From an optimization exercise on the open Yosys and OpenROAD flow, aimed at small area; shortcuts taken in it are not production practice. In this exercise RTL edits were held to simulation tests only and were not proved equivalent to the original. Power figures rest on the tool's default switching activity, not on a simulated workload.

== run 4 ==
==> flow/design.v (excerpt) <==
module mipsCore (
    input  logic                    clk,
    input  logic                    rst_n,
    input  logic [31:0]             instr,
    output logic [32-1:0] instrAddr,
    output logic                    wbValid,
    output logic [4:0]              wbDest,
    output logic [32-1:0] wbData
);
Size: about 1500 cells after synthesis, about 1000 flip-flops, roughly 100 I/O pins, ~24000 µm² of cells after synthesis.
==> module mipsCore, before the edit <==
module mipsCore (
    input  logic                    clk,
    input  logic                    rst_n,
    input  logic [31:0]             instr,
    output logic [32-1:0] instrAddr,
    output logic                    wbValid,
    output logic [4:0]              wbDest,
    output logic [32-1:0] wbData
);
    logic [4:0]  cnt;       
    logic        p2;        
    logic        clr;       
    logic [10:0] pc;        
    logic        c;         
    logic [31:1] W;         
    assign instrAddr = {19'd0, pc, 2'b00};
    logic first, last;
    assign first = (cnt == 5'd0);
    assign last  = (cnt == 5'd31);
    logic [5:0] op, fn;
    logic [4:0] rs, rt, rd, sh, dest;
    assign op = instr[31:26];
    assign rs = instr[25:21];
    assign rt = instr[20:16];
    assign rd = instr[15:11];
    assign sh = instr[10:6];
    assign fn = instr[5:0];
    logic isR, fAdd, fSub, fAnd, fOr, fXor, fSlt, fSll, fSrl;
    logic iAddi, iAndi, iOri, iBeq, iBne, iJ;
    assign isR   = (op == 6'h00);
    assign fAdd  = isR && fn == 6'h20;
    assign fSub  = isR && fn == 6'h22;
    assign fAnd  = isR && fn == 6'h24;
    assign fOr   = isR && fn == 6'h25;
    assign fXor  = isR && fn == 6'h26;
    assign fSlt  = isR && fn == 6'h2a;
    assign fSll  = isR && fn == 6'h00;
    assign fSrl  = isR && fn == 6'h02;
    assign iAddi = (op == 6'h08);
    assign iAndi = (op == 6'h0c);
    assign iOri  = (op == 6'h0d);
    assign iBeq  = (op == 6'h04);
    assign iBne  = (op == 6'h05);
    assign iJ    = (op == 6'h02);
    logic useImm, isBr, doSub, doAnd, doOr, doXor, twoPass, wr, pcMode, taken;
    assign useImm  = iAddi | iAndi | iOri;
    assign isBr    = iBeq | iBne;
    assign doSub   = fSub | fSlt;
    assign doAnd   = fAnd | iAndi;
    assign doOr    = fOr  | iOri;
    assign doXor   = fXor;
    assign twoPass = fSlt | fSll | fSrl | (isBr & taken);
    assign pcMode  = iJ | (isBr & p2);
    assign dest    = isR ? rd : rt;
    assign wr      = (fAdd | fSub | fAnd | fOr | fXor | fSlt | fSll | fSrl | useImm) && dest != 5'd0;
    logic [31:0] heads;      
    logic        d;          
    logic        wen;        
    logic [4:0]  bAddr;
    logic        aBit, bBit;
    assign heads[0] = 1'b0;
    logic [3:0] weLo;
    logic [7:0] weHi;
    always_comb begin
        for (int j = 0; j < 4; j++) weLo[j] = clr || (wen && dest[1:0] == j);
        for (int j = 0; j < 8; j++) weHi[j] = clr || (dest[4:2] == j);
    end
    genvar k;
    generate
        for (k = 1; k < 32; k++) begin : g_reg
            logic [31:0] r;
            assign heads[k] = r[0];
            always_ff @(posedge clk) begin
                r <= {(weLo[k % 4] && weHi[k / 4]) ? d : r[0], r[31:1]};
            end
        end
    endgenerate
    assign bAddr = (p2 && fSll) ? rd : rt;    
    assign aBit  = heads[rs];
    assign bBit  = heads[bAddr];
    logic immBit, pcBit, opA, opB, bx, cin, sum, cout, lt, eqn, res;
    assign immBit = cnt[4] ? ((iAddi | isBr) & instr[15]) : instr[cnt[3:0]];
    assign pcBit  = (cnt < 5'd10) && pc[cnt[3:0]];
    assign opA    = pcMode ? (pcBit & !iJ) : aBit;
    assign opB    = (useImm | pcMode) ? immBit : bBit;
    assign bx     = opB ^ doSub;
    assign cin    = first ? (pcMode ? !iJ : doSub) : c;
    assign sum    = opA ^ bx ^ cin;
    assign cout   = (opA & bx) | (opA & cin) | (bx & cin);
    assign lt     = (aBit ^ bBit) ? aBit : sum;
    assign eqn    = (first | c) & (aBit == bBit);
    always_comb begin
        if (doAnd)      res = aBit & opB;
        else if (doOr)  res = aBit | opB;
        else if (doXor) res = aBit ^ opB;
        else            res = sum;
    end
    logic [31:0] V;
    logic [4:0]  tapSel, iCmp;
    logic        tap;
    assign V      = {bBit, W[31:1]};
    assign tapSel = fSll ? ~sh : sh - 5'd1;
    assign iCmp   = fSll ? cnt : ~cnt;
    assign tap    = (iCmp < sh) ? 1'b0 : V[tapSel];
    logic wPass, lastPass, wFromB, win;
    always_comb begin
        if (clr)                d = 1'b0;
        else if (fSlt)          d = first & c;
        else if (fSll | fSrl)   d = tap;
        else                    d = res;
    end
    assign lastPass = !twoPass || p2;
    assign wPass    = twoPass ? (fSll ? !p2 : p2) : 1'b1;
    assign wen      = wr && wPass;
    assign wFromB   = fSll | (fSrl & !p2);
    assign win      = wFromB ? bBit : d;
    always_ff @(posedge clk) begin
        W <= {win, W[31:2]};
        c <= (isBr & !p2) ? eqn : (last ? lt : cout);
    end
    assign wbValid = last && !clr && lastPass && wr;
    assign wbDest  = dest;
    assign wbData  = {win, W[31:1]};
    assign taken = (iBeq & eqn) | (iBne & !eqn);
    logic        pcUpd, tgtOut;
    logic [10:0] pcNext;
    assign pcUpd  = last && !clr && lastPass;
    assign tgtOut = iJ ? (|instr[25:10]) : (|{win, W[31:11]});
    always_comb begin
        pcNext = {1'b0, pc[9:0]} + {10'd0, pcUpd && !pcMode};
        pcNext[10] = pcNext[10] | pc[10];
        if (pcUpd && pcMode) pcNext = {pc[10] | tgtOut, W[10:1]};
    end
    always_ff @(posedge clk or negedge rst_n) begin
        if (!rst_n) begin
            cnt <= 5'd0;
            p2  <= 1'b0;
            clr <= 1'b1;
            pc  <= 11'd0;
        end else begin
            cnt <= cnt + 5'd1;
            pc  <= pcNext;
            if (last) begin
                clr <= 1'b0;
                if (!clr) begin
                    if (lastPass) begin
                        p2 <= 1'b0;
                    end else begin
                        p2 <= 1'b1;
                    end
                end
            end
        end
    end
endmodule
export LEC_CHECK = 0
export CAP_MARGIN = 5
export CORE_MARGIN = 2
export CORE_UTILIZATION = 60
export PLACE_DENSITY = 0.7
export SLEW_MARGIN = 5
create_clock -name core_clock -period 10.0 [get_ports {clk}]
standard.sh (not shown) runs the stock make flow with config.mk's settings and CLKGATE_MAP_FILE= SYNTH_SCRIPT=/design/flow/synth_recipe.tcl, a recipe that flattens the netlist after the stock synthesis.
==> flow/flow/run.sh <==
#!/bin/bash
# Own layout flow: the standard ORFS flow (standard.sh) with
#  - synthesis through flow/synth_multi.tcl: the standard flow's synthesis script, except
#    that ABC maps the logic once with each area-oriented script
#    flow/abc_*.script and keeps the smallest mapping; flip-flops are mapped
#    before ABC runs, so they are the same as in the standard synthesis
#  - port buffers of the smallest buffer cell
#  - a clock tree without dummy loads, sink clusters from cts_args.txt
#  - one tie cell for the constant outputs (SKIP_REPAIR_TIE_FANOUT)
# Every tool's output goes to the ORFS logs under orfs/logs/; make's own
# output goes to flow_make.log in the folder this runs in.
set -euo pipefail
HERE=$(cd "$(dirname "$0")" && pwd)
CTS=$(cat "$HERE/cts_args.txt")
FLOW_ABC_SCRIPTS=""
for f in "$HERE"/abc_*.script; do FLOW_ABC_SCRIPTS="$FLOW_ABC_SCRIPTS $f"; done
export FLOW_ABC_SCRIPTS
bash standard.sh \
  SYNTH_SCRIPT="$HERE/synth_multi.tcl" \
  BUFFER_PORTS_ARGS="-buffer_cell sky130_fd_sc_hd__buf_1" \
  CTS_ARGS="$CTS" \
  SKIP_REPAIR_TIE_FANOUT=1 \
  finish > flow_make.log 2>&1
Other scripts of this flow, unchanged in this note and not shown: flow/flow/abc_s3.script, flow/flow/abc_t2.script, flow/flow/abc_t7.script, flow/flow/abc_u2.script, flow/flow/abc_u3.script, flow/flow/abc_w3.script, flow/flow/cts_args.txt, flow/flow/synth_multi.tcl
[inputs] run 5 vs run 4
--- a/flow/design.v
+++ b/flow/design.v
@@ -118,21 +118,22 @@
     logic        wen;        
     logic [4:0]  bAddr;
     logic        aBit, bBit;
     assign heads[0] = 1'b0;
-    logic [3:0] weLo;
+    logic [3:0] weLo, dLo;
     logic [7:0] weHi;
     always_comb begin
         for (int j = 0; j < 4; j++) weLo[j] = clr || (wen && dest[1:0] == j);
         for (int j = 0; j < 8; j++) weHi[j] = clr || (dest[4:2] == j);
+        for (int j = 0; j < 4; j++) dLo[j] = weLo[j] & d;
     end
     genvar k;
     generate
         for (k = 1; k < 32; k++) begin : g_reg
             logic [31:0] r;
             assign heads[k] = r[0];
             always_ff @(posedge clk) begin
-                r <= {(weLo[k % 4] && weHi[k / 4]) ? d : r[0], r[31:1]};
+                r <= {(dLo[k % 4] & weHi[k / 4]) | (r[0] & !(weLo[k % 4] & weHi[k / 4])), r[31:1]};
             end
         end
     endgenerate
     assign bAddr = (p2 && fSll) ? rd : rt;    
@@ -184,13 +185,13 @@
     assign taken = (iBeq & eqn) | (iBne & !eqn);
     logic        pcUpd, tgtOut;
     logic [10:0] pcNext;
     assign pcUpd  = last && !clr && lastPass;
-    assign tgtOut = iJ ? (|instr[25:10]) : (|{win, W[31:11]});
+    assign tgtOut = (iJ & (|instr[25:16])) | (|W[16:11]);
     always_comb begin
         pcNext = {1'b0, pc[9:0]} + {10'd0, pcUpd && !pcMode};
         pcNext[10] = pcNext[10] | pc[10];
-        if (pcUpd && pcMode) pcNext = {pc[10] | tgtOut, W[10:1]};
+        if (pcUpd && pcMode) pcNext = win ? 11'd0 : {pc[10] | tgtOut, W[10:1]};
     end
     always_ff @(posedge clk or negedge rst_n) begin
         if (!rst_n) begin
             cnt <= 5'd0;
Findings:
- Run 5 closes out successfully: all stages finished, all timing, DRC and antenna checks passed.
- [compare] base=run 4 new=run 5: synthesized cell count has remained practically unchanged; wire length per cell decreased by about 3.2% relative to the old numbers; placement-stage worst setup slack lower; total core area barely changed.
- Post-synthesis to final-layout area growth delta (run 4 -> run 5): insignificant
- Compared with run 4, run 5 degrades post-route worst setup slack.
- On cell-internal power, run 4 and run 5 are basically level.
- Run 5 vs run 4 — headroom to the max-slew limit rose 6.2 points.
- Shortest period the worst path allows | run 5 above run 4
- Number of flip-flops and latches: run 5 vs run 4 identical
- On number of nets produced by synthesis, run 4 and run 5 are basically level.
- Compared with run 4, in run 5 non-clock buffer count saw a decrease, power share of the clock group up 0.2 points, count of TritonRoute iterations in the first routing pass down 2.

==> port drivers added, routing unchanged <==
Ports are ideal in the flow. The routed layouts listed here were re-timed in OpenROAD.
Step 1 assumes that a clkbuf_16 drives the clock port and a buf_2 every other input.
Step 2, shift: input delay + t, output delay - t, t = (earliest + latest rising clock arrival at the registers) / 2. This alone moves slack from input paths to output paths.
a / b / c = no drivers / after step 1 / after step 2; a / b = the first two.
| run | shift t [ns] | setup WS [ns] | pins driven straight from the clock port |
|---|---|---|---|
| run 4 | 0.696 | 0.533 / 0.513 / 0.513 | 1 |
| run 5 | 0.672 | 0.393 / 0.370 / 0.370 | 1 |
After both steps setup and hold are still met in every run listed. The setup slack of run 5, which loses most, moves by -0.023 ns with the drivers and by -0.023 ns with both steps.
